Background: an optimization exercise with open tools, aiming at a short achievable clock period and few clock cycles per item. Do not read the settings as production practice.
In this exercise RTL edits were held to simulation tests only and were not proved equivalent to the original.
Power is estimated from default activity; no workload was simulated.

## design.v

```verilog
package cpuIsaPkg;
	typedef enum logic [31-27:0] {
		opNop  = 5'd0,
		opAdd  = 5'd1,
		opSub  = 5'd2,
		opAnd  = 5'd3,
		opOr   = 5'd4,
		opAddi = 5'd5,
		opAndi = 5'd6,
		opOri  = 5'd7,
		opLdi  = 5'd8,
		opOut  = 5'd9
	} opcodeT;
	typedef logic [4-1:0] regSelT;
	typedef logic [18:0] immT;
	typedef logic [32-1:0] wordT;
endpackage
package cpuCtrlPkg;
	localparam int OUT_DEPTH = 4;
endpackage
`timescale 1ns/100ps
module selectEncode (
	input  logic [32-1:0] ir,
	output logic                   isRR,
	output logic                   isImm,
	output logic                   isLdi,
	output logic                   isOut,
	output logic                   isSub,
	output logic                   isAnd,
	output logic                   isOr
);
	logic [31-27:0] op;
	assign op    = ir[31:27];
	assign isRR  = (op == cpuIsaPkg::opAdd) || (op == cpuIsaPkg::opSub) || (op == cpuIsaPkg::opAnd) || (op == cpuIsaPkg::opOr);
	assign isImm = (op == cpuIsaPkg::opAddi) || (op == cpuIsaPkg::opAndi) || (op == cpuIsaPkg::opOri) || (op == cpuIsaPkg::opLdi);
	assign isLdi = (op == cpuIsaPkg::opLdi);
	assign isOut = (op == cpuIsaPkg::opOut);
	assign isSub = (op == cpuIsaPkg::opSub);
	assign isAnd = (op == cpuIsaPkg::opAnd) || (op == cpuIsaPkg::opAndi);
	assign isOr  = (op == cpuIsaPkg::opOr) || (op == cpuIsaPkg::opOri);
endmodule
`timescale 1ns/100ps
module registerFile (
	input  logic                      clock,
	input  logic                      arstN,
	input  logic                      wen,
	input  logic [4-1:0] wsel,
	input  logic [32-1:0]    wdata,
	input  logic [4-1:0] selA,
	input  logic [4-1:0] selB,
	input  logic [4-1:0] selC,
	output logic [32-1:0]    rdA,
	output logic [32-1:0]    rdB,
	output logic [32-1:0]    rdC
);
	logic [32-1:0] regs [16];
	always_ff @(posedge clock or negedge arstN) begin
		if (!arstN) begin
			for (int i = 0; i < 16; i++) begin
				regs[i] <= '0;
			end
		end else begin
			for (int i = 0; i < 16; i++) begin
				if (wen && wsel == i) begin
					regs[i] <= wdata;
				end
			end
		end
	end
	assign rdA = regs[selA];
	assign rdB = regs[selB];
	assign rdC = regs[selC];
endmodule
`timescale 1ns/100ps
module aluUnit (
	input  logic [32-1:0] aReg,
	input  logic [32-1:0] bReg,
	input  logic [32-1:0] z,
	input  logic                   fwdA,
	input  logic                   fwdB,
	input  logic                   fwdBn,
	input  logic                   cin,
	input  logic                   selSum,
	input  logic                   selAnd,
	input  logic                   selOr,
	output logic [32-1:0] bOut,
	output logic [32-1:0] result
);
	logic [32-1:0] a;
	logic [32-1:0] b;
	logic [32-1:0] sum;
	assign a    = fwdA ? z : aReg;
	assign b    = fwdB ? z : (fwdBn ? ~z : bReg);
	assign sum  = a + b + {{(32-1){1'b0}}, cin};
	assign bOut = b;
	assign result = ({32{selSum}} & sum)
	              | ({32{selAnd}} & (a & b))
	              | ({32{selOr}}  & (a | b));
endmodule
`timescale 1ns/100ps
module controlUnit (
	input  logic                   clock,
	input  logic                   arstN,
	input  logic                   accept,
	input  logic                   outInEx,
	input  logic                   push,
	input  logic [32-1:0] pushData,
	output logic                   instrReady,
	output logic [32-1:0] outData,
	output logic                   outValid,
	input  logic                   outReady
);
	localparam int N = cpuCtrlPkg::OUT_DEPTH;
	logic [32-1:0] q  [N];
	logic [N-1:0]           qv;
	logic [32-1:0] s  [N];
	logic [N-1:0]           sv;
	logic                   pop;
	logic [2:0]             used;
	assign pop = qv[0] & outReady;
	always_comb begin
		for (int k = 0; k < N; k++) begin
			if (pop) begin
				s[k]  = (k == N-1) ? q[k] : q[k+1];
				sv[k] = (k == N-1) ? 1'b0 : qv[k+1];
			end else begin
				s[k]  = q[k];
				sv[k] = qv[k];
			end
		end
	end
	always_comb begin
		used = 3'(push) + 3'(outInEx) + 3'(accept);
		for (int k = 0; k < N; k++) begin
			used = used + 3'(sv[k]);
		end
	end
	always_ff @(posedge clock or negedge arstN) begin
		if (!arstN) begin
			for (int k = 0; k < N; k++) begin
				q[k] <= '0;
			end
			qv         <= '0;
			instrReady <= 1'b0;
		end else begin
			for (int k = 0; k < N; k++) begin
				if (push && !sv[k] && (k == 0 || sv[k-1])) begin
					q[k]  <= pushData;
					qv[k] <= 1'b1;
				end else begin
					q[k]  <= s[k];
					qv[k] <= sv[k];
				end
			end
			instrReady <= (used <= 3'(N - 1));
		end
	end
	assign outData  = q[0];
	assign outValid = qv[0];
endmodule
`timescale 1ns/100ps
module cpuTop (
	input  logic                   clock,
	input  logic                   arstN,
	input  logic [32-1:0] instrData,
	input  logic                   instrValid,
	output logic                   instrReady,
	output logic [32-1:0] outData,
	output logic                   outValid,
	input  logic                   outReady
);
	logic accept;
	cpuIsaPkg::wordT ir;
	logic            vD;
	logic            isRR, isImm, isLdi, isOut, isSub, isAnd, isOr;
	logic [4-1:0] ra, rb, rc;
	cpuIsaPkg::wordT immExt;
	cpuIsaPkg::wordT rdA, rdB, rdC;
	logic            wrD, zeroA;
	logic            hitEA, hitEB, hitWA, hitWB;
	cpuIsaPkg::wordT aNext, bNext;
	cpuIsaPkg::wordT aE, bE;
	logic            fwdAE, fwdBE, fwdBnE, cinE;
	logic            selSumE, selAndE, selOrE;
	logic            wenE, outE;
	logic [4-1:0] dstE;
	cpuIsaPkg::wordT bOut, result;
	cpuIsaPkg::wordT z;
	logic            wenZ;
	logic [4-1:0] dstZ;
	assign accept = instrValid & instrReady;
	always_ff @(posedge clock or negedge arstN) begin
		if (!arstN) begin
			ir <= '0;
			vD <= 1'b0;
		end else begin
			ir <= instrData;
			vD <= accept;
		end
	end
	selectEncode u_selectEncode (
		.ir(ir), .isRR(isRR), .isImm(isImm), .isLdi(isLdi), .isOut(isOut),
		.isSub(isSub), .isAnd(isAnd), .isOr(isOr)
	);
	assign ra     = ir[26:23];
	assign rb     = ir[22:19];
	assign rc     = ir[18:15];
	assign immExt = {{(32 - 18 - 1){ir[18]}}, ir[18:0]};
	assign wrD    = vD & (isRR | isImm);
	assign zeroA  = isLdi & (rb == '0);
	registerFile u_registerFile (
		.clock(clock), .arstN(arstN),
		.wen(wenZ), .wsel(dstZ), .wdata(z),
		.selA(rb), .selB(rc), .selC(ra),
		.rdA(rdA), .rdB(rdB), .rdC(rdC)
	);
	assign hitEA = wenE & (dstE == rb) & !zeroA;
	assign hitEB = wenE & (dstE == (isOut ? ra : rc)) & !isImm;
	assign hitWA = wenZ & (dstZ == rb);
	assign hitWB = wenZ & (dstZ == (isOut ? ra : rc));
	always_comb begin
		if (zeroA)
			aNext = '0;
		else if (hitWA)
			aNext = z;
		else
			aNext = rdA;
		if (isImm)
			bNext = immExt;
		else if (hitWB)
			bNext = z;
		else if (isOut)
			bNext = rdC;
		else
			bNext = rdB;
		if (isSub)
			bNext = ~bNext;
	end
	always_ff @(posedge clock or negedge arstN) begin
		if (!arstN) begin
			aE      <= '0;
			bE      <= '0;
			fwdAE   <= 1'b0;
			fwdBE   <= 1'b0;
			fwdBnE  <= 1'b0;
			cinE    <= 1'b0;
			selSumE <= 1'b0;
			selAndE <= 1'b0;
			selOrE  <= 1'b0;
			wenE    <= 1'b0;
			outE    <= 1'b0;
			dstE    <= '0;
			z       <= '0;
			wenZ    <= 1'b0;
			dstZ    <= '0;
		end else begin
			aE      <= aNext;
			bE      <= bNext;
			fwdAE   <= hitEA;
			fwdBE   <= hitEB & !isSub;
			fwdBnE  <= hitEB & isSub;
			cinE    <= isSub;
			selSumE <= !isAnd & !isOr;
			selAndE <= isAnd;
			selOrE  <= isOr;
			wenE    <= wrD;
			outE    <= vD & isOut;
			dstE    <= ra;
			z       <= result;
			wenZ    <= wenE;
			dstZ    <= dstE;
		end
	end
	aluUnit u_aluUnit (
		.aReg(aE), .bReg(bE), .z(z),
		.fwdA(fwdAE), .fwdB(fwdBE), .fwdBn(fwdBnE), .cin(cinE),
		.selSum(selSumE), .selAnd(selAndE), .selOr(selOrE),
		.bOut(bOut), .result(result)
	);
	controlUnit u_controlUnit (
		.clock(clock), .arstN(arstN),
		.accept(accept), .outInEx(vD & isOut),
		.push(outE), .pushData(bOut),
		.instrReady(instrReady),
		.outData(outData), .outValid(outValid), .outReady(outReady)
	);
endmodule
```

## run.sh

```bash
#!/bin/bash
# synth_recipe.tcl (not shown) runs the flow's synth.tcl, then flattens the netlist and writes it again
# the make line also repeats each setting of config.mk as NAME=value (left out here)
make -C /OpenROAD-flow-scripts/flow DESIGN_CONFIG=/design/flow/config.mk WORK_HOME=/design/flow/orfs CLKGATE_MAP_FILE= SYNTH_SCRIPT=/design/flow/synth_recipe.tcl finish
```

## config.mk

```make
export PLATFORM = sky130hd
export DESIGN_NAME = cpuTop
export DESIGN_NICKNAME = cpuTop
export VERILOG_FILES = /design/flow/design.v
export SDC_FILE = /design/flow/constraint.sdc
export NUM_CORES = 4
export LEC_CHECK = 0
export CAP_MARGIN = 20
export CORE_MARGIN = 2
export CORE_UTILIZATION = 35
export SLEW_MARGIN = 20
```

## constraint.sdc

```tcl
create_clock -name core_clock -period 8.5 [get_ports {clock}]
set_input_delay 1.7000 -clock core_clock [delete_from_list [all_inputs] [get_ports {clock}]]
set_output_delay 1.7000 -clock core_clock [all_outputs]
set_load 0.01 [all_outputs]
```

==> results of run 1 <==
==> registers in the layout, summed over array words and instances, names as in the netlist, 4 cells and up <==
register / cells
aE: 32
bE: 32
dstE: 4
dstZ: 4
ir: 32
u_controlUnit.q: 128
u_controlUnit.qv: 4
u_registerFile.regs: 512
z: 32
==> cells in the mapped netlist, types with 18 or more instances <==
library cell / number
a22oi_1: 440
a21oi_1: 209
mux2_2: 512
inv_1: 97
mux2i_1: 121
nor2_1: 198
buf_1: 18
nand2b_1: 49
o221ai_1: 28
a22o_1: 82
a21o_1: 33
clkbuf_1: 351
nand4_1: 84
o22ai_1: 90
a222oi_1: 59
nand3_1: 86
xor2_1: 25
nor3_1: 55
nand2_1: 206
a221oi_1: 79
xnor2_1: 22
o21ai_0: 165
nor2b_1: 78
dfrtp_1: 792
ha_1: 67
==> path summary, 6_finish.rpt <==
check / slack [ns] / endpoint / depth (start not counted) / from
hold / removal: 0.44 / dstZ[0]$_DFF_PN0_ / 0 / dstE[0]$_DFF_PN0_
min in group asynchronous: 1.02 / u_registerFile.regs[8][24]$_DFFE_PN0P_ / 1 / arstN
hold reg to reg: 0.44 / dstZ[0]$_DFF_PN0_ / 0 / dstE[0]$_DFF_PN0_
setup / recovery: 3.55 / z[24]$_DFF_PN0_ / 14 / z[0]$_DFF_PN0_
setup reg to reg: 3.55 / z[24]$_DFF_PN0_ / 14 / z[0]$_DFF_PN0_
max in group asynchronous: 6.03 / ir[12]$_DFF_PN0_ / 2 / arstN
==> worst max-delay path, cell delays in order (launching register included) <==
cell and delay [ns]:
dfrtp_1 0.80, nor2b_1 0.10, o31ai_1 0.64, fa_1 0.31, inv_1 0.06, fa_1 0.45, a21oi_1 0.24, nor3_1 0.09
o31ai_1 0.46, a211oi_1 0.27, o41ai_2 0.60, nor2_1 0.12, a311oi_1 0.33, xor2_1 0.18, o221ai_1 0.13
==> power by group <==
group          switching (mW)  leakage (nW)  total [mW]  internal, mW
Sequential              0.941          10.7        5.19          4.25
Clock                    1.69          1.59        4.27          2.59
Combinational           0.955          9.46        1.67         0.720
Total                    3.58          21.8        11.1          7.56
==> stage by stage <==
stage / worst slack (ns) / instances / hold slack (ns)
3_5_place_dp: 3.53 / 5510 / 0.410
2_1_floorplan: 4.42 / 4104 / 0.349
5_1_grt: 3.25 / 5678 / 0.449
3_3_place_gp: 3.56 / 5509 / 0.428
4_1_cts: 3.57 / 5678 / 0.440
6_report: 3.55 / 5681 / 0.436
==> final cells by class <==
cell class / count / area [um2] / area share
sequential: 792 / 19800 / 0.407
clock buffer: 122 / 2570 / 0.0528
timing repair buffer: 169 / 1510 / 0.0310
antenna: 3 / 7.51 / 0.000154
multi-input combinational: 2827 / 21700 / 0.446
tap: 1625 / 2030 / 0.0418
clock inverter: 46 / 673 / 0.0138
inverter: 97 / 364 / 0.00748
==> logic make-up after synthesis <==
logic type | count (synthesis) | share of synthesized area
and+or+nand+nor | 810 | 0.0932
buffers and inverters | 485 | 0.0433
AOI/OAI and AO/OA | 1264 | 0.207
muxes | 634 | 0.163
adders and majority gates | 72 | 0.0219
DFF | 792 | 0.462
xor gates and xnor gates | 47 | 0.00959
==> layer usage <==
layer | part of all wire | track usage
met5 | 0.00094 | 0.0106
met4 | 0.063 | 0.131
met3 | 0.15 | 0.116
met2 | 0.40 | 0.383
met1 | 0.38 | 0.358
==> results.py, run 1 <==
metrics = {
    "timing": {
        "hold_viol_final": 0,
        "min_period_ns": 4.95,
        "fmax_ghz": 0.202,
        "worst_pin_slew_ns": 1.12,
        "finalCritPeriodShare": 0.582,
        "setup_viol": 0,
        "slew_viol_final": 0,
        "finalSetupTns_ns": 0,
        "fin_worst_skew_ns": 0.0359,
        "relSlewSlack": 0.252,
        "rsz0062_at_grt": "no",
    },
    "setup_path": {
        "crit_arrival_ns": 5.47,
        "crit_required_ns": 9.02,
        "critPathLaunchType": "flop",
        "cp-end-kind": "flop",
        "crit_type": "flop to flop",
        "crit_fanout": 21,
    },
    "job": {
        "drv_cap": 0,
    },
    "layout": {
        "fin_area_mm2": 0.0487,
        "mostFrequentLayoutCells": "dfrtp_1 (790), mux2_2 (512), a22oi_1 (440)",
        "final_common_cell": "dfrtp_1",
        "final_layout_size_suffix_gt1_frac": 0.211,
        "fillers": 11800,
        "synthToLayoutAreaGrowth_pct": 13.5,
        "final_nets": 4084,
        "final_core_util": 0.400,
    },
    "cts": {
        "path_clk_slew_ns": 0.06,
        "cts-htree-levels": 3,
        "root_buffer": "clkbuf_16",
        "clockBufferDepth": 3,
        "cts_sinks": 792,
        "tritoncts": "yes",
        "cts.repair.resized": 0,
        "holdBufCountCts": 0,
        "clkLatencyLatePin_ns": 0.69,
        "cts_setup_buffers": 0,
        "numCtsBuffers": 89,
    },
    "floorplanning": {
        "start_util": 0.353,
        "pin_count": 70,
        "chipWidth_um": 354,
        "rows": 128,
        "die-area_mm2": 0.125,
        "coreArea_mm2": 0.122,
        "die_h_um": 354,
    },
    "route": {
        "drt-pass1-iter-count": 15,
        "ant_nets": 0,
        "drc": 0,
        "vias_per_cell": 6.61,
        "post_drt_wl_per_cell_um": 31.0,
        "vias": 37600,
        "drtIter0Drc": 7583,
        "drt_wl_total_mm": 176,
    },
    "worst_hold_path": {
        "hold_class": "flop to flop",
    },
    "synth": {
        "yosysTopAreaCell": "dfrtp_1",
        "syn_inst": 4104,
        "synthDominantCellAreaShare": 0.462,
        "avgSynthCellArea_um2": 10.5,
        "synth-edff-count": 0,
        "ys_top_cells_by_area": "dfrtp_1 (46%), mux2_2 (13%), a22oi_1 (7.7%), clkbuf_1 (3.1%), mux2i_1 (2.8%)",
        "ys_types": 74,
        "syn_area_mm2": 0.0429,
        "synth_ff_type": "dfrtp_1",
        "synth_async_sr_flop_share": 1.00,
        "synth_fp_nets": 4212,
        "ys_seq_area_frac": 0.462,
        "yosys_warnings": 7,
        "synth_seq_cells": 792,
    },
    "status": {
        "status": "finished clean",
    },
    "placed_design": {
        "routabilityCongestion": 0.914,
        "io_buffers": 69,
        "hpwl_mm": 96.2,
        "place_area_mm2": 0.0454,
    },
    "power": {
        "leakage_nw": 21.8,
        "powerDensity_mw_per_mm2": 229,
        "power_mw": 11.1,
        "vdd_ir_drop_max_mv": 0.155,
    },
    "global_route": {
        "antenna_found_initial": 4,
        "grtUsageTotal": 0.272,
        "grt_pass1_vias": 35700,
        "grt-ovfl-total": 0,
        "grt_max_degree": 146,
        "grt_pass1_wl_mm": 255,
    },
}
Testbench counts, summed over its fixed seeds: cycles 16,024, instrs 16,000.
==> run 2: changes to the inputs <==
--- a/config.mk
+++ b/config.mk
@@ -8,4 +8,5 @@
 export CAP_MARGIN = 20
 export CORE_MARGIN = 2
 export CORE_UTILIZATION = 35
+export SETUP_SLACK_MARGIN = 5
 export SLEW_MARGIN = 20
==> run 2 against run 1 <==
Die area unchanged. Synthesized cell count unchanged. Critical path depth up 5. Sequential power about the same. Critical path type unchanged.
==> results.py, run 2 <==
metrics = {
    "synth": {
        "yosys_warnings": 7,
        "synth_fp_nets": 4212,
        "syn_area_mm2": 0.0429,
        "ys_types": 74,
        "synth-compound-area-share": 0.207,
        "yosysTopAreaCell": "dfrtp_1",
        "yosys-top-cells-count": "dfrtp_1 (792), mux2_2 (512), a22oi_1 (440)",
        "synthAdderAreaFrac": 0.0219,
        "synth_seq_cells": 792,
        "avgSynthCellArea_um2": 10.5,
        "synth-simple-area-share": 0.0932,
        "yosysMostFrequentCell": "dfrtp_1",
        "synth-xor-area-share": 0.00959,
        "synth_ff_type": "dfrtp_1",
        "synth.area.mux_share": 0.163,
        "synth_top_family_by_area": "compound AO/OA/AOI/OAI gates",
        "ys_seq_area_frac": 0.462,
        "synthDominantCellAreaShare": 0.462,
        "synth-edff-count": 0,
        "syn_inst": 4104,
        "ys_top_cells_by_area": "dfrtp_1 (46%), mux2_2 (13%), a22oi_1 (7.7%), clkbuf_1 (3.1%), mux2i_1 (2.8%)",
        "synth_async_sr_flop_share": 1.00,
    },
    "route": {
        "drt_wl_total_mm": 181,
        "vias_per_cell": 6.60,
        "drc": 0,
        "drtIter0Drc": 7142,
        "post_drt_wl_per_cell_um": 31.5,
        "ant_nets": 0,
        "drt-pass1-iter-count": 15,
        "vias": 38100,
    },
    "layout": {
        "top_register": "u_registerFile.regs",
        "mostFrequentLayoutCells": "dfrtp_1 (767), mux2_2 (512), a22oi_1 (439)",
        "fillers": 11600,
        "fin_area_mm2": 0.0503,
        "final_layout_size_suffix_gt1_frac": 0.255,
        "top_regs": "u_registerFile.regs (512), u_controlUnit.q (128)",
        "final_core_util": 0.413,
        "synthToLayoutAreaGrowth_pct": 17.3,
        "largest_reg_flops": 512,
        "final_common_cell": "dfrtp_1",
        "final_nets": 4174,
        "layout.cells.non_filler": 5767,
    },
    "setup_path": {
        "r2r_start": "fwdBnE$_DFF_PN0_",
        "critical_path_depth": 19,
        "cp-end-kind": "flop",
        "reg2reg_to": "z[26]$_DFF_PN0_",
        "crit_start": "fwdBnE$_DFF_PN0_",
        "path_cells": "buf_12 > nor2b_4 > o31ai_4 > fa_2 > inv_2 > fa_2 > a21oi_4 > nor3_2 > o31ai_2 > buf_4 > a211oi_4 > buf_6 > o41ai_4 > buf_4 > buf_4 > buf_6 > o21ai_2 > xnor2_1 > o221ai_1",
        "critPathLaunchType": "flop",
        "crit_type": "flop to flop",
        "crit_arrival_ns": 4.20,
        "cp-endpoint": "z[26]$_DFF_PN0_",
        "slowest_delay_ns": 0.48,
        "r2r_cells": 19,
        "cp_slowest_cell": "dfrtp_2",
        "critPathBufInv": 7,
        "cp_top_family": "compound AO/OA/AOI/OAI gates",
        "crit_fanout": 7,
        "crit_required_ns": 8.99,
        "cp_common_cell": "buf_4",
        "worst-r2r-setup-slack_ns": 4.80,
    },
    "placed_design": {
        "placed_cells": 5518,
        "post-place-ws_ns": 3.45,
        "io_buffers": 69,
        "place_area_mm2": 0.0455,
        "hpwl_mm": 98.3,
        "routabilityCongestion": 0.948,
    },
    "worst_hold_path": {
        "hold_class": "flop to flop",
    },
    "floorplanning": {
        "coreArea_mm2": 0.122,
        "pin_count": 70,
        "rows": 128,
        "die_h_um": 354,
        "chipWidth_um": 354,
        "start_util": 0.353,
        "die-area_mm2": 0.125,
    },
    "timing": {
        "setup_viol": 0,
        "worst_pin_slew_ns": 1.05,
        "hold_viol_final": 0,
        "fmax_ghz": 0.270,
        "finalSetupTns_ns": 0,
        "min_period_ns": 3.70,
        "finalCritPeriodShare": 0.436,
        "relSlewSlack": 0.297,
        "fin_hold_ws_ns": 0.434,
        "finalWorstSetupSlack_ns": 4.80,
        "rsz0062_at_grt": "yes",
        "slew_viol_final": 0,
        "fin_worst_skew_ns": 0.0408,
    },
    "power": {
        "vdd_ir_drop_max_mv": 0.164,
        "leakage_nw": 22.3,
        "powerDensity_mw_per_mm2": 224,
        "power_mw": 11.3,
    },
    "cts": {
        "path_clk_slew_ns": 0.06,
        "root_buffer": "clkbuf_16",
        "cts-htree-levels": 3,
        "holdBufCountCts": 0,
        "numCtsBuffers": 89,
        "clockBufferDepth": 3,
        "cts_sinks": 792,
        "clkLatencyLatePin_ns": 0.69,
        "tritoncts": "yes",
    },
    "global_route": {
        "grt_pass1_vias": 36600,
        "grtUsageTotal": 0.279,
        "grt_max_degree": 154,
        "grt_pass1_wl_mm": 260,
        "grt-ovfl-total": 0,
        "antenna_found_initial": 4,
    },
    "status": {
        "status": "finished clean",
    },
    "job": {
        "drv_cap": 0,
    },
}
[run 2: changes by cell type in the layout (fill, tap and decap cells not counted), moves of 12 or more]
cell and delta:
buf_4 +57, ha_1 -20, o31ai_1 -12, a21oi_1 -18, ha_4 +13, dfrtp_1 -23
buf_6 +15, dfrtp_2 +21, a21oi_2 +15
[run 2: what timing repair did]
item                       4_1_cts  5_1_grt
cloned                           7        2
buffers inserted                28       45
resized for setup               94       86
pin swaps                       26       40
hold endpoints to repair         0        0
setup endpoints to repair      180       41
[run 2: worst min-delay path by stage]
stage | start | end | cells after the start
2_1_floorplan | ir[23]$_DFF_PN0_ | dstE[0]$_DFF_PN0_ | 0
3_3_place_gp | dstE[0]$_DFF_PN0_ | dstZ[0]$_DFF_PN0_ | 0
3_5_place_dp | dstE[0]$_DFF_PN0_ | dstZ[0]$_DFF_PN0_ | 0
4_1_cts | dstE[0]$_DFF_PN0_ | dstZ[0]$_DFF_PN0_ | 0
5_1_grt | dstE[0]$_DFF_PN0_ | dstZ[0]$_DFF_PN0_ | 0
6_report | dstE[0]$_DFF_PN0_ | dstZ[0]$_DFF_PN0_ | 0
[run 2: logic make-up (layout without fill, tap and decap cells)]
logic type	Yosys count	in the layout
other	0	2
buffers and inverters	485	518
AO/OA/AOI/OAI	1264	1264
adder cells (fa/ha/maj)	72	72
flip-flops	792	792
AND/OR/NAND/NOR	810	813
multiplexers	634	634
XOR/XNOR	47	47
[run 2: power breakdown]
group / internal, mW / switching (mW)
logic: 0.822 / 1.04
registers: 4.26 / 0.939
clock network: 2.55 / 1.65
total: 7.64 / 3.63
[run 2: final cells by class]
| type | instances | area, um2 | area share |
|---|---|---|---|
| antenna | 2 | 5.00 | 0.0000994 |
| clock buffer | 127 | 2680 | 0.0532 |
| clock inverter | 38 | 515 | 0.0102 |
| inverter | 97 | 364 | 0.00723 |
| multi-input combinational | 2830 | 22400 | 0.446 |
| sequential | 792 | 19900 | 0.395 |
| tap | 1625 | 2030 | 0.0404 |
| timing repair buffer | 256 | 2460 | 0.0489 |
[run 2: routing by layer]
metal | GRT usage | wire length (um)
met5 | 0.00151 | 51
met4 | 0.151 | 12500
met3 | 0.111 | 26200
met2 | 0.400 | 74600
met1 | 0.358 | 68100
==> run 3: changes to the inputs <==
--- a/design.v
+++ b/design.v
@@ -78,9 +78,12 @@
 	input  logic [32-1:0] z,
 	input  logic                   fwdA,
 	input  logic                   fwdB,
-	input  logic                   fwdBn,
 	input  logic                   cin,
-	input  logic                   selSum,
+	input  logic                   selNN,
+	input  logic                   selZB,
+	input  logic                   selAZ,
+	input  logic                   selAnZ,
+	input  logic                   selZZ,
 	input  logic                   selAnd,
 	input  logic                   selOr,
 	output logic [32-1:0] bOut,
@@ -88,12 +91,19 @@
 );
 	logic [32-1:0] a;
 	logic [32-1:0] b;
-	logic [32-1:0] sum;
+	logic [32:0]   sumNN, sumZB, sumAZ, sumAnZ;
+	assign sumNN  = {aReg, cin} + {bReg, cin};
+	assign sumZB  = {z, cin} + {bReg, cin};
+	assign sumAZ  = {aReg, 1'b0} + {z, 1'b0};
+	assign sumAnZ = {aReg, 1'b1} + {~z, 1'b1};
 	assign a    = fwdA ? z : aReg;
-	assign b    = fwdB ? z : (fwdBn ? ~z : bReg);
-	assign sum  = a + b + {{(32-1){1'b0}}, cin};
+	assign b    = fwdB ? z : bReg;
 	assign bOut = b;
-	assign result = ({32{selSum}} & sum)
+	assign result = ({32{selNN}}  & sumNN[32:1])
+	              | ({32{selZB}}  & sumZB[32:1])
+	              | ({32{selAZ}}  & sumAZ[32:1])
+	              | ({32{selAnZ}} & sumAnZ[32:1])
+	              | ({32{selZZ}}  & {z[32-2:0], 1'b0})
 	              | ({32{selAnd}} & (a & b))
 	              | ({32{selOr}}  & (a | b));
 endmodule
@@ -135,22 +145,22 @@
 			used = used + 3'(sv[k]);
 		end
 	end
+	always_ff @(posedge clock) begin
+		for (int k = 0; k < N; k++) begin
+			if (push && !sv[k] && (k == 0 || sv[k-1])) begin
+				q[k] <= pushData;
+			end else begin
+				q[k] <= s[k];
+			end
+		end
+	end
 	always_ff @(posedge clock or negedge arstN) begin
 		if (!arstN) begin
-			for (int k = 0; k < N; k++) begin
-				q[k] <= '0;
-			end
 			qv         <= '0;
 			instrReady <= 1'b0;
 		end else begin
 			for (int k = 0; k < N; k++) begin
-				if (push && !sv[k] && (k == 0 || sv[k-1])) begin
-					q[k]  <= pushData;
-					qv[k] <= 1'b1;
-				end else begin
-					q[k]  <= s[k];
-					qv[k] <= sv[k];
-				end
+				qv[k] <= push && !sv[k] && (k == 0 || sv[k-1]) ? 1'b1 : sv[k];
 			end
 			instrReady <= (used <= 3'(N - 1));
 		end
@@ -180,21 +190,24 @@
 	logic            hitEA, hitEB, hitWA, hitWB;
 	cpuIsaPkg::wordT aNext, bNext;
 	cpuIsaPkg::wordT aE, bE;
-	logic            fwdAE, fwdBE, fwdBnE, cinE;
-	logic            selSumE, selAndE, selOrE;
+	logic            fwdAE, fwdBE, cinE;
+	logic            selNNE, selZBE, selAZE, selAnZE, selZZE, selAndE, selOrE;
+	logic            addT;
 	logic            wenE, outE;
 	logic [4-1:0] dstE;
 	cpuIsaPkg::wordT bOut, result;
 	cpuIsaPkg::wordT z;
+	cpuIsaPkg::wordT zW;
 	logic            wenZ;
 	logic [4-1:0] dstZ;
 	assign accept = instrValid & instrReady;
+	always_ff @(posedge clock) begin
+		ir <= instrData;
+	end
 	always_ff @(posedge clock or negedge arstN) begin
 		if (!arstN) begin
-			ir <= '0;
 			vD <= 1'b0;
 		end else begin
-			ir <= instrData;
 			vD <= accept;
 		end
 	end
@@ -210,7 +223,7 @@
 	assign zeroA  = isLdi & (rb == '0);
 	registerFile u_registerFile (
 		.clock(clock), .arstN(arstN),
-		.wen(wenZ), .wsel(dstZ), .wdata(z),
+		.wen(wenZ), .wsel(dstZ), .wdata(zW),
 		.selA(rb), .selB(rc), .selC(ra),
 		.rdA(rdA), .rdB(rdB), .rdC(rdC)
 	);
@@ -222,13 +235,13 @@
 		if (zeroA)
 			aNext = '0;
 		else if (hitWA)
-			aNext = z;
+			aNext = zW;
 		else
 			aNext = rdA;
 		if (isImm)
 			bNext = immExt;
 		else if (hitWB)
-			bNext = z;
+			bNext = zW;
 		else if (isOut)
 			bNext = rdC;
 		else
@@ -236,45 +249,55 @@
 		if (isSub)
 			bNext = ~bNext;
 	end
+	assign addT = !isAnd & !isOr;
+	always_ff @(posedge clock) begin
+		aE <= aNext;
+		bE <= bNext;
+		z  <= result;
+		if (wenE) begin
+			zW <= result;
+		end
+	end
 	always_ff @(posedge clock or negedge arstN) begin
 		if (!arstN) begin
-			aE      <= '0;
-			bE      <= '0;
 			fwdAE   <= 1'b0;
 			fwdBE   <= 1'b0;
-			fwdBnE  <= 1'b0;
 			cinE    <= 1'b0;
-			selSumE <= 1'b0;
+			selNNE  <= 1'b0;
+			selZBE  <= 1'b0;
+			selAZE  <= 1'b0;
+			selAnZE <= 1'b0;
+			selZZE  <= 1'b0;
 			selAndE <= 1'b0;
 			selOrE  <= 1'b0;
 			wenE    <= 1'b0;
 			outE    <= 1'b0;
 			dstE    <= '0;
-			z       <= '0;
 			wenZ    <= 1'b0;
 			dstZ    <= '0;
 		end else begin
-			aE      <= aNext;
-			bE      <= bNext;
 			fwdAE   <= hitEA;
-			fwdBE   <= hitEB & !isSub;
-			fwdBnE  <= hitEB & isSub;
+			fwdBE   <= hitEB;
 			cinE    <= isSub;
-			selSumE <= !isAnd & !isOr;
+			selNNE  <= addT & !hitEA & !hitEB;
+			selZBE  <= addT & hitEA & !hitEB;
+			selAZE  <= addT & !hitEA & hitEB & !isSub;
+			selAnZE <= addT & !hitEA & hitEB & isSub;
+			selZZE  <= addT & hitEA & hitEB & !isSub;
 			selAndE <= isAnd;
 			selOrE  <= isOr;
 			wenE    <= wrD;
 			outE    <= vD & isOut;
 			dstE    <= ra;
-			z       <= result;
 			wenZ    <= wenE;
 			dstZ    <= dstE;
 		end
 	end
 	aluUnit u_aluUnit (
 		.aReg(aE), .bReg(bE), .z(z),
-		.fwdA(fwdAE), .fwdB(fwdBE), .fwdBn(fwdBnE), .cin(cinE),
-		.selSum(selSumE), .selAnd(selAndE), .selOr(selOrE),
+		.fwdA(fwdAE), .fwdB(fwdBE), .cin(cinE),
+		.selNN(selNNE), .selZB(selZBE), .selAZ(selAZE), .selAnZ(selAnZE),
+		.selZZ(selZZE), .selAnd(selAndE), .selOr(selOrE),
 		.bOut(bOut), .result(result)
 	);
 	controlUnit u_controlUnit (
==> run 3 against run 2 <==
Still clean. Routed wire length increased by 15%. Worst setup slack better by 0.13 ns. Cell area rose by 9.2%. Worst hold slack better by 0.018 ns. Final cell count increased by 12%. Register-to-register slack better by 0.13 ns. Critical path depth shrank 9. Sequential share of layout area shrank 1.4 points. Global-route usage increased by 0.95 points. Clock skew increased by 0.0052 ns. Fmax is 3.6% higher. Clock power rose by 4%. Largest power group unchanged.
==> results.py, run 3 <==
metrics = {
    "power": {
        "power_frac_clock": 0.323,
        "p_seq_frac": 0.398,
        "p_comb_frac": 0.279,
        "leakage_nw": 22.4,
        "switching_share": 0.360,
        "powerDensity_mw_per_mm2": 246,
        "power_mw": 13.5,
        "vdd_ir_drop_max_mv": 0.163,
        "power.internal_mw": 8.67,
        "net-switching-power_mw": 4.87,
    },
    "timing": {
        "hold_viol_final": 0,
        "finalWorstSetupSlack_ns": 4.92,
        "worst_pin_slew_ns": 1.28,
        "fin_worst_skew_ns": 0.0460,
        "finalCritPeriodShare": 0.421,
        "fmax_ghz": 0.280,
        "rsz0062_at_grt": "yes",
        "min_period_ns": 3.58,
        "setup_viol": 0,
        "relSlewSlack": 0.147,
        "fin_hold_ws_ns": 0.453,
        "finalSetupTns_ns": 0,
        "slew_viol_final": 0,
    },
    "synth": {
        "synthDominantCellAreaShare": 0.282,
        "yosysMostFrequentCell": "mux2_2",
        "yosysTopAreaCell": "dfrtp_1",
        "synth_fp_nets": 4830,
        "avgSynthCellArea_um2": 10.3,
        "syn_area_mm2": 0.0478,
        "synth_async_sr_flop_share": 0.652,
        "synth-edff-count": 160,
        "ys_types": 81,
        "synth_ff_type": "dfrtp_1",
        "ys_top_cells_by_area": "dfrtp_1 (28%), mux2_2 (13%), edfxtp_1 (10%), a22oi_1 (7.7%), dfxtp_1 (5.4%)",
        "ys_seq_area_frac": 0.436,
        "yosys-top-cells-count": "mux2_2 (573), dfrtp_1 (539), a22oi_1 (490)",
        "synth_seq_cells": 827,
        "yosys_warnings": 8,
        "syn_inst": 4660,
    },
    "setup_path": {
        "critical_path_depth": 10,
        "cp_top_family": "simple AND/OR/NAND/NOR gates",
        "crit_type": "flop to flop",
        "cp_slowest_cell": "nor2_2",
        "crit_arrival_ns": 4.14,
        "slowest_delay_ns": 0.97,
        "path_cells": "buf_4 > nor4_2 > buf_4 > nor2_2 > nand4_1 > o22ai_1 > nor3_1 > a21oi_1 > o21ai_0 > xnor2_1",
        "cp_common_cell": "buf_4",
        "cp-end-kind": "flop",
        "critPathLaunchType": "flop",
        "r2r_cells": 10,
        "crit_required_ns": 9.06,
        "r2r_start": "ir[23]$_DFF_P_",
        "critPathBufInv": 2,
        "reg2reg_to": "bE[1]$_DFF_P_",
        "worst-r2r-setup-slack_ns": 4.92,
        "crit_fanout": 31,
    },
    "global_route": {
        "grt_pass1_vias": 42500,
        "antenna_found_initial": 6,
        "grtUsageTotal": 0.288,
        "grt_max_degree": 168,
        "grt_pass1_wl_mm": 300,
        "grt-ovfl-total": 0,
    },
    "cts": {
        "tritoncts": "yes",
        "cts-htree-levels": 3,
        "path_clk_slew_ns": 0.06,
        "numCtsBuffers": 92,
        "clkLatencyLatePin_ns": 0.71,
        "holdBufCountCts": 0,
        "cts_sinks": 827,
        "clockBufferDepth": 3,
        "root_buffer": "clkbuf_16",
    },
    "route": {
        "drc": 0,
        "drtIter0Drc": 7607,
        "ant_nets": 0,
        "vias_per_cell": 6.81,
        "post_drt_wl_per_cell_um": 32.3,
        "drt-pass1-iter-count": 10,
        "drt_wl_total_mm": 208,
        "vias": 43900,
    },
    "worst_hold_path": {
        "hold_class": "flop to flop",
        "worstHoldEndpoint": "dstZ[1]$_DFF_PN0_",
        "holdPathStages": 0,
        "worstHoldStart": "dstE[1]$_DFF_PN0_",
    },
    "floorplanning": {
        "coreArea_mm2": 0.135,
        "die_h_um": 374,
        "start_util": 0.353,
        "rows": 135,
        "chipWidth_um": 374,
        "die-area_mm2": 0.140,
        "pin_count": 70,
    },
    "layout": {
        "synthToLayoutAreaGrowth_pct": 14.9,
        "top_regs": "u_registerFile.regs (512), u_controlUnit.q (128)",
        "top_register": "u_registerFile.regs",
        "final_layout_size_suffix_gt1_frac": 0.237,
        "final_common_cell": "mux2_2",
        "mostFrequentLayoutCells": "mux2_2 (573), dfrtp_1 (534), a22oi_1 (489)",
        "final_core_util": 0.406,
        "largest_reg_flops": 512,
        "final_nets": 4766,
    },
    "placed_design": {
        "routabilityCongestion": 0.944,
        "hpwl_mm": 123,
        "post-place-ws_ns": 3.91,
        "io_buffers": 69,
    },
    "job": {
        "drv_cap": 0,
    },
    "status": {
        "status": "finished clean",
    },
}
-- run 3: cell types whose count changed after synthesis, sizes merged, moves of 32 or more --
cell | previous run | this run
mux2i | 122 | 47
inv | 97 | 134
a211oi | 7 | 39
o21ai | 168 | 203
edfxtp | 0 | 160
a21oi | 209 | 297
dfxtp | 0 | 128
ha | 67 | 127
mux2 | 512 | 573
dfrtp | 792 | 539
nor2b | 78 | 23
xnor2 | 22 | 71
a22oi | 440 | 490
-- run 3: worst max-delay path by stage --
stage / startpoint / endpoint / slack [ns]
after floorplan: outReady / u_controlUnit.q[1][0]$_DFFE_PP_ / 4.74
after global placement: outReady / u_controlUnit.instrReady$_DFF_PN0_ / 3.85
after detailed placement: outReady / u_controlUnit.instrReady$_DFF_PN0_ / 3.91
after CTS: z[1]$_DFF_P_ / zW[30]$_DFFE_PP_ / 4.91
after global routing: aE[0]$_SDFF_PP0_ / zW[29]$_DFFE_PP_ / 4.90
final: ir[23]$_DFF_P_ / bE[1]$_DFF_P_ / 4.92
-- run 3: layout make-up --
class,instances,area [um2]
Clock buffer,126,2600
Antenna cell,2,5.00
Inverter,134,505
Tap cell,1781,2230
Sequential cell,827,20900
Fill cell,13100,80500
Multi-Input combinational cell,3311,26000
Clock inverter,46,671
Timing Repair Buffer,230,2040
-- run 3: kinds of logic (layout without fill, tap and decap cells) --
| family | count (synthesis) | count (layout) | share of synthesized area |
|---|---|---|---|
| adder cells (fa/ha/maj) | 134 | 134 | 0.0362 |
| AO/OA/AOI/OAI | 1583 | 1583 | 0.232 |
| buffers and inverters | 522 | 536 | 0.0412 |
| AND/OR/NAND/NOR | 871 | 871 | 0.0908 |
| multiplexers | 620 | 620 | 0.145 |
| other | 0 | 2 | 0 |
| flip-flops | 827 | 827 | 0.436 |
| XOR/XNOR | 103 | 103 | 0.0189 |
-- run 3: metrics by stage --
| stage | cell area, um2 | cells |
|---|---|---|
| after global routing | 54900 | 6457 |
| after detailed placement | 50800 | 6249 |
| after CTS | 54400 | 6435 |
| after global placement | 50800 | 6248 |
| after floorplan | 47900 | 4660 |
| final | 54900 | 6457 |
-- run 3: repair_timing --
item	4_1_cts	5_1_grt
resized for setup	77	95
hold endpoints to repair	0	0
pin swaps	11	22
cloned	0	0
buffers inserted	14	18
endpoints found under the setup margin	98	96
-- run 3: layer usage --
metal	wire [um]	GRT usage	up-vias
li1	-	-	18000
met1	79100	0.372	21400
met2	84500	0.409	3569
met3	31200	0.118	1061
met4	13400	0.150	8
met5	229	0.0106	-
-- run 3: power by group through the flow --
stage               Combinational, mW  Clock, mW  Sequential (mW)
CTS                              3.57       4.41             5.32
global route                     4.07       4.56             5.43
detailed placement               3.45          0             5.39
global placement                 3.43          0             5.38
floorplan                        2.48          0             5.07
finish                           3.78       4.37             5.39
Testbench counts of run 3, summed over its fixed seeds: cycles 16,024, instrs 16,000.

re-timing with driven ports:
No port has a modelled driver above. Below, the same layouts with a new extraction and two added sets of constraints.
Step 1 sets driving cells, clkbuf_16 on the clock port and buf_2 on the other inputs (assumed; they add their load-dependent delay and slew).
Step 2 also shifts input and output timing later by t, the mid clock arrival at the registers, as if the neighbouring blocks saw the same clock.
Slacks: ideal / step 1 / step 2; pairs: ideal / step 1.
| run | t (ns) | setup WS [ns] | clock arrival spread, ns | worst register clock-pin slew, ns | cell pins on the clock port's net |
|---|---|---|---|---|---|
| run 1 | 0.756 | 3.549 / 3.549 / 3.489 | 0.035 / 0.035 | 0.07 / 0.07 | 1 |
| run 2 | 0.744 | 4.795 / 4.795 / 4.449 | 0.043 / 0.043 | 0.07 / 0.07 | 1 |
| run 3 | 0.757 | 4.924 / 4.924 / 4.469 | 0.047 / 0.048 | 0.07 / 0.07 | 1 |
After both steps setup and hold are still met in every run listed. The setup slack of run 3, which loses most, moves by 0.000 ns with the drivers and by -0.455 ns with both steps.
